Source: an optimization exercise on an open RTL-to-GDS flow (aim: small area, a short achievable clock period and few clock cycles). Production flows keep margins and buffers that such runs may drop.
Only simulation tests tie the RTL to the original design; equivalence was not proved.
No activity file was given, so power comes from the tool's default toggle rates.

## before
==> flow/design.v <==
module scu_top (
   input  logic        clock,
   input  logic        reset,
   input  logic        req_valid,
   output logic        req_stall,
   input  logic [2:0]  req_kind,
   input  logic [47:0] req_a,
   input  logic [47:0] req_b,
   output logic        rsp_valid,
   input  logic        rsp_stall,
   output logic [47:0] rsp_value,
   output logic [1:0]  rsp_status
);
   localparam logic [2:0] S_IDLE = 3'd0, S_MUL = 3'd1, S_MFIN = 3'd2, S_DEXEC = 3'd3,
                          S_DIV  = 3'd4, S_DFIN = 3'd5, S_PFIN = 3'd6, S_EXEC = 3'd7;
   localparam logic [47:0] MAX_POS = 48'h7FFF_FFFF_FFFF;
   localparam logic [47:0] MIN_NEG = 48'h8000_0000_0000;
   localparam logic [47:0] ONE     = 48'h0000_0001_0000;
   localparam int K  = 9;
   localparam int ND = (48 + K - 1) / K;
   function automatic logic [4:0] top_digit(input logic [47:0] v);
      logic [ND*K-1:0] w;
      w = (ND*K)'(v);
      top_digit = '0;
      for (int i = 1; i < ND; i++) if (w[i*K +: K] != '0) top_digit = 5'(i);
   endfunction
   function automatic logic [K-1:0] dig_of(input logic [47:0] v, input logic [4:0] i);
      logic [ND*K-1:0] w;
      w = (ND*K)'(v);
      dig_of = w[i*K +: K];
   endfunction
   function automatic logic [191:0] csa(input logic [95:0] a, input logic [95:0] b,
                                        input logic [95:0] c);
      csa = {a ^ b ^ c, ((a & b) | (a & c) | (b & c)) << 1};
   endfunction
   function automatic logic [5:0] msb48(input logic [47:0] v);
      msb48 = '0;
      for (int i = 0; i < 48; i++) if (v[i]) msb48 = 6'(i);
   endfunction
   function automatic logic [28:0] fact_tab(input logic [3:0] n);
      case (n)
         4'd2:  fact_tab = 29'd2;
         4'd3:  fact_tab = 29'd6;
         4'd4:  fact_tab = 29'd24;
         4'd5:  fact_tab = 29'd120;
         4'd6:  fact_tab = 29'd720;
         4'd7:  fact_tab = 29'd5040;
         4'd8:  fact_tab = 29'd40320;
         4'd9:  fact_tab = 29'd362880;
         4'd10: fact_tab = 29'd3628800;
         4'd11: fact_tab = 29'd39916800;
         4'd12: fact_tab = 29'd479001600;
         default: fact_tab = 29'd1;
      endcase
   endfunction
   logic [2:0]   state;
   logic         is_pow;
   logic         wh;       
   logic [47:0]  ra;       
   logic [47:0]  xr;       
   logic [31:0]  rb;       
   logic         sa;       
   logic         sgn;      
   logic [47:0]  p2m;      
   logic         p2s;      
   logic         chk;      
   logic         pf_sat;   
   logic         pf_neg;
   logic         pf_prev;  
   logic         dq_sat;   
   logic         dq_zero;  
   logic         dq_div0;  
   logic [97:0]  z;        
   logic         zov;      
   logic [4:0]   cnt;
   logic [K-1:0] dg;       
   logic [47:0]  xn;       
   logic         first;
   logic         ov, sv;   
   logic [47:0]  oval, sval;
   logic [2:0]   op;
   logic [1:0]   ost, sst;
   logic         fin, take;
   logic [47:0]  ma_in, mb_in, md_in;
   logic         wh_in, ptriv_in;
   assign fin       = (state == S_EXEC || state == S_DFIN || state == S_MFIN || state == S_PFIN);
   assign req_stall = sv || !(state == S_IDLE || fin);
   assign take      = req_valid && !req_stall;
   assign ma_in     = req_a[47] ? (~req_a + 48'd1) : req_a;
   assign mb_in     = req_b[47] ? (~req_b + 48'd1) : req_b;
   assign wh_in     = (req_a[15:0] == '0);
   assign md_in     = wh_in ? {16'd0, ma_in[47:16]} : ma_in;
   assign ptriv_in  = req_b[47] || (req_b[47:17] == '0);
   logic [47:0]  ex_val;
   logic [1:0]   ex_st;
   logic         ex_cv;    
   logic         sub;
   logic [47:0]  bop, asum;
   always_comb begin
      sub    = op[0];
      bop    = sub ? ~xr : xr;
      asum   = ra + bop + {47'd0, sub};
      ex_val = ra;
      ex_st  = 2'd0;
      ex_cv  = 1'b0;
      case (op)
         3'd0, 3'd1: begin
            ex_val = asum;
            if (ra[47] == bop[47] && asum[47] != ra[47]) begin
               ex_val = ra[47] ? MIN_NEG : MAX_POS; ex_st = 2'd3;
            end
         end
         3'd4: begin
            if (ra[47] || ra[47:16] <= 32'd1) ex_val = ONE;
            else if (ra[47:16] >= 32'd13) begin
               ex_val = MAX_POS; ex_st = 2'd3;
            end else ex_val = {3'd0, fact_tab(ra[19:16]), 16'd0};
         end
         3'd5: begin
            if (rb[31] || rb == '0) ex_val = ONE;
            else                    ex_cv  = 1'b1;
         end
         3'd2, 3'd3: ;
         default: ex_st = 2'd2;
      endcase
   end
   logic         pneg, prnd, psat, pzero, peq;
   logic [63:0]  pv;       
   logic [16:0]  ph;       
   logic         ph_gt1, ph_eq1, ph_nz;
   logic [47:0]  pmag;
   always_comb begin
      pv    = wh ? {z[47:0], 16'd0} : z[63:0];
      ph    = wh ? z[63:47] : {16'd0, z[63]};
      ph_gt1 = zov || (ph[16:1] != '0);
      ph_eq1 = !zov && (ph[16:1] == '0) && ph[0];
      ph_nz  = zov || (ph != '0);
      pneg  = is_pow ? (sgn ^ sa) : sgn;
      prnd  = pneg && (pv[15:0] != '0);
      pmag  = pv[63:16] + {47'd0, prnd};
      psat  = pneg ? (ph_gt1 || (ph_eq1 && (pv[62:16] != '0 || prnd))) : ph_nz;
      pzero = (pmag == '0);
      peq   = (pmag == p2m) && ((pneg && !pzero) == p2s);
   end
   logic [47:0]     mx;
   logic [95:0]     rw [0:10];
   logic [191:0]    l1a, l1b, l1c, l2a, l2b, l3a, l3b, l4a, l5a;
   logic [63:0]     acc_n;
   logic            acc_co, zov_n;
   always_comb begin
      mx = chk ? xn : xr;
      for (int i = 0; i < K; i++) rw[i] = dg[i] ? (96'(mx) << i) : 96'd0;
      rw[9]  = (chk && prnd) ? 96'(dg) : 96'd0;
      rw[10] = first ? 96'd0 : 96'({z[63-K:0], K'(0)});
      l1a   = csa(rw[0], rw[1], rw[2]);
      l1b   = csa(rw[3], rw[4], rw[5]);
      l1c   = csa(rw[6], rw[7], rw[8]);
      l2a   = csa(l1a[191:96], l1a[95:0], l1b[191:96]);
      l2b   = csa(l1b[95:0], l1c[191:96], l1c[95:0]);
      l3a   = csa(l2a[191:96], l2a[95:0], rw[9]);
      l3b   = csa(l2b[191:96], l2b[95:0], rw[10]);
      l4a   = csa(l3a[191:96], l3a[95:0], l3b[191:96]);
      l5a   = csa(l4a[191:96], l4a[95:0], l3b[95:0]);
      {acc_co, acc_n} = {1'b0, l5a[159:96]} + {1'b0, l5a[63:0]};
      zov_n = (!first && (zov || z[63:64-K] != '0)) || acc_co ||
              (l5a[191:160] != '0) || (l5a[95:64] != '0);
   end
   logic [49:0]  dx;
   logic [50:0]  d1, d2, d3;
   always_comb begin
      dx = (state == S_DEXEC) ? {xr, 2'b00} : z[97:48];
      d1 = {1'b0, dx} - {3'b0, xr};
      d2 = {1'b0, dx} - {2'b0, xr, 1'b0};
      d3 = {1'b0, dx} - {2'b0, p2m, xr[0]};
   end
   logic [5:0]   msb_a, msb_d;
   logic [6:0]   p0;
   logic [4:0]   c;        
   logic [5:0]   sh;       
   logic         dsat_pre, dqzero;
   logic [97:0]  zinit;
   logic         qsat;
   always_comb begin
      msb_a    = msb48(ra);
      msb_d    = msb48(xr);
      dsat_pre = (xr[47:16] == '0) && (ra[47:32] >= xr[15:0]);
      dqzero   = (ra == '0) || ({1'b0, msb_a} + 7'd16 < {1'b0, msb_d});
      p0       = {1'b0, msb_a} + 7'd16 - {1'b0, msb_d};
      c        = 5'((p0 + 7'd2) >> 1);
      sh       = 6'd33 - {1'b0, c};
      zinit    = {50'd0, ra} << {sh, 1'b0};
      qsat     = (z[49:48] != '0) || (z[47] && (!sgn || z[46:0] != '0));
   end
   logic         wr;
   logic [47:0]  wr_val;
   logic [1:0]   wr_st;
   logic         pstop;    
   logic [47:0]  cv_m;
   logic         cv_n;
   always_comb begin
      wr     = 1'b0;
      wr_st  = 2'd0;
      cv_m   = pmag;
      cv_n   = pneg;
      pstop  = chk && (psat || peq || rb == 32'd2);
      case (state)
         S_EXEC: begin
            wr   = 1'b1;
            wr_st = ex_st;
            cv_m = xr;
            cv_n = sa;
         end
         S_PFIN: begin
            wr = 1'b1;
            if (pf_sat) begin
               wr_st = 2'd3; cv_n = pf_neg;
            end else if (pf_prev) begin
               cv_m = p2m; cv_n = p2s;
            end else begin
               cv_m = xr; cv_n = sgn;
            end
         end
         S_MFIN: begin
            wr = 1'b1;
            if (psat) wr_st = 2'd3;
         end
         S_DFIN: begin
            wr   = 1'b1;
            cv_m = (dq_zero || dq_div0) ? 48'd0 : z[47:0];
            cv_n = sgn;
            if (dq_div0)                           wr_st = 2'd1;
            else if (dq_sat || (qsat && !dq_zero)) wr_st = 2'd3;
         end
         default: ;
      endcase
      if (state == S_EXEC && !ex_cv) wr_val = ex_val;
      else if (wr_st == 2'd3)        wr_val = cv_n ? MIN_NEG : MAX_POS;
      else                           wr_val = cv_n ? (~cv_m + 48'd1) : cv_m;
   end
   logic         push1, pop;
   assign push1 = wr && !sv;
   assign pop   = ov && !rsp_stall;
   always_ff @(posedge clock) begin
      if (reset) begin
         state <= S_IDLE;
         ov    <= 1'b0;
         sv    <= 1'b0;
      end else begin
         if (push1) state <= S_IDLE;
         case (state)
            S_MUL: begin
               begin
                  pf_sat  <= psat;
                  pf_neg  <= pneg;
                  pf_prev <= !psat && peq && rb[0];
                  if (chk) begin
                     p2m <= xr;
                     p2s <= sgn;
                     xr  <= pmag;
                     sgn <= pneg && !pzero;
                     rb  <= rb - 32'd1;
                  end
                  z[63:0] <= acc_n;
                  zov     <= zov_n;
                  cnt     <= cnt - 5'd1;
                  if (cnt == '0) begin
                     if (is_pow) begin
                        xn    <= wh ? acc_n[47:0] : acc_n[63:16];
                        cnt   <= top_digit(ra);
                     end else begin
                        state <= S_MFIN;
                     end
                  end
                  if (pstop) state <= S_PFIN;
               end
            end
            S_DEXEC: begin
               dq_div0 <= (xr == '0);
               dq_sat  <= dsat_pre;
               dq_zero <= dqzero && !dsat_pre;
               z       <= zinit;
               p2m     <= d1[48:1];
               cnt     <= (dsat_pre || dqzero) ? 5'd0 : c - 5'd1;
               state   <= S_DIV;
            end
            S_DIV: begin
               if (!d3[50])      z <= {d3[47:0], z[47:0], 2'd3};
               else if (!d2[50]) z <= {d2[47:0], z[47:0], 2'd2};
               else if (!d1[50]) z <= {d1[47:0], z[47:0], 2'd1};
               else              z <= {dx[47:0], z[47:0], 2'd0};
               cnt <= cnt - 5'd1;
               if (cnt == '0) state <= S_DFIN;
            end
            default: ;
         endcase
         if (take) begin
            op     <= req_kind;
            ra     <= (req_kind == 3'd3) ? ma_in :
                      (req_kind == 3'd2 || req_kind == 3'd5) ? md_in : req_a;
            wh     <= wh_in;
            xr     <= (req_kind == 3'd5) ? ma_in :
                      (req_kind == 3'd2 || req_kind == 3'd3) ? mb_in : req_b;
            rb     <= req_b[47:16];
            sa     <= req_a[47];
            sgn    <= (req_kind == 3'd5) ? req_a[47] : (req_a[47] ^ req_b[47]);
            is_pow <= (req_kind == 3'd5);
            if (req_kind == 3'd5) p2m <= ONE;
            p2s    <= 1'b0;
            cnt    <= top_digit(md_in);
            if (req_kind == 3'd3)                   state <= S_DEXEC;
            else if (req_kind == 3'd2 ||
                     (req_kind == 3'd5 && !ptriv_in)) state <= S_MUL;
            else                                     state <= S_EXEC;
         end
         if (sv) begin
            if (pop) begin
               ov   <= 1'b1;
               oval <= sval;
               ost  <= sst;
               sv   <= 1'b0;
            end
         end else if (ov && !pop) begin
            if (push1) begin
               sv   <= 1'b1;
               sval <= wr_val;
               sst  <= wr_st;
            end
         end else begin
            ov <= push1;
            if (push1) begin
               oval <= wr_val;
               ost  <= wr_st;
            end
         end
      end
   end
   always_ff @(posedge clock) begin
      if (take)           dg <= dig_of(md_in, top_digit(md_in));
      else if (cnt == '0) dg <= dig_of(ra, top_digit(ra));
      else                dg <= dig_of(ra, cnt - 5'd1);
      first <= take || (state == S_MUL && cnt == '0);
      chk   <= (state == S_MUL) && (cnt == '0) && is_pow;
   end
   assign rsp_valid  = ov;
   assign rsp_value  = oval;
   assign rsp_status = ost;
endmodule
export LEC_CHECK = 0
export CAP_MARGIN = 35
export CORE_MARGIN = 2
export CORE_UTILIZATION = 40
export SETUP_SLACK_MARGIN = 3.0
export SLEW_MARGIN = 25
create_clock -name core_clock -period 10.0 [get_ports {clock}]
run.sh (not shown) runs the stock make flow with config.mk's settings and CLKGATE_MAP_FILE= SYNTH_SCRIPT=/design/flow/synth_recipe.tcl, a recipe that flattens the netlist after the stock synthesis.
Testbench counts of before, summed over its fixed seeds: cycles 12,421.
Input changes introduced in after (baseline for comparison: before):
diff --git a/flow/design.v b/flow/design.v
--- a/flow/design.v
+++ b/flow/design.v
@@ -81,16 +81,18 @@
    logic [2:0]   op;
    logic [1:0]   ost, sst;
    logic         fin, take;
    logic [47:0]  ma_in, mb_in, md_in;
-   logic         wh_in, ptriv_in;
+   logic         wh_in, swap_in, ptriv_in;
    assign fin       = (state == S_EXEC || state == S_DFIN || state == S_MFIN || state == S_PFIN);
    assign req_stall = sv || !(state == S_IDLE || fin);
    assign take      = req_valid && !req_stall;
    assign ma_in     = req_a[47] ? (~req_a + 48'd1) : req_a;
    assign mb_in     = req_b[47] ? (~req_b + 48'd1) : req_b;
-   assign wh_in     = (req_a[15:0] == '0);
-   assign md_in     = wh_in ? {16'd0, ma_in[47:16]} : ma_in;
+   assign swap_in   = (req_kind == 3'd2) && (req_b[15:0] == '0) && (req_a[15:0] != '0);
+   assign wh_in     = (req_a[15:0] == '0) || swap_in;
+   assign md_in     = swap_in ? {16'd0, mb_in[47:16]} :
+                      wh_in   ? {16'd0, ma_in[47:16]} : ma_in;
    assign ptriv_in  = req_b[47] || (req_b[47:17] == '0);
    logic [47:0]  ex_val;
    logic [1:0]   ex_st;
    logic         ex_cv;    
@@ -297,9 +299,9 @@
             op     <= req_kind;
             ra     <= (req_kind == 3'd3) ? ma_in :
                       (req_kind == 3'd2 || req_kind == 3'd5) ? md_in : req_a;
             wh     <= wh_in;
-            xr     <= (req_kind == 3'd5) ? ma_in :
+            xr     <= (req_kind == 3'd5 || swap_in) ? ma_in :
                       (req_kind == 3'd2 || req_kind == 3'd3) ? mb_in : req_b;
             rb     <= req_b[47:16];
             sa     <= req_a[47];
             sgn    <= (req_kind == 3'd5) ? req_a[47] : (req_a[47] ^ req_b[47]);
## What came out
after has completed all stages; timing, DRC and antenna checks passed.
Against before as the reference, after delivers a higher power in the clock group.
Per the comparison of after with before, count of cell instances traversed by the critical path now smaller, portion of the layout cell area used by non-clock buffers rose 0.56 points, arrival time of data at the critical path endpoint has increased, final critical path time including I/O delays and setup picked up an extra 0.11 ns.
after vs. before: sequential power grew by about 3%; antenna diode count saw an increase.
Compared with before, in after met2 usage essentially unchanged; met3 usage decreased 3.9 points.
Compared before against after; die boundary height within noise.
Per the comparison of after with before, worst hold slack went up; post-CTS clock slew at the launch and capture registers of the worst setup and hold paths did not really move; post-detailed-routing wire length went down; final instance area went up.
Testbench counts of after, summed over its fixed seeds: cycles 12,124.

port drivers added, routing unchanged:
The flow's constraints put no driver on any port. The routed layouts listed below were extracted and timed again, unchanged, in two steps. Step 1: set_driving_cell puts a clkbuf_16 on clock and a buf_2 on each other input, an assumption about the parent block. Step 2, shift: input delay + t, output delay - t, t = (earliest + latest rising clock arrival at the registers) / 2. This alone moves slack from input paths to output paths. a / b / c = ideal ports / drivers / drivers and shift; a / b = the first two.
run	t (ns)	setup slack, ns	worst setup path at the end	worst slew at a driven data input, ns
before	0.802	2.846 / 2.846 / 2.220	input to register	0.06
after	0.753	2.732 / 2.732 / 2.410	input to register	0.06
After both steps setup and hold are still met in every run listed. The setup slack of before, which loses most, moves by 0.000 ns with the drivers and by -0.626 ns with both steps.
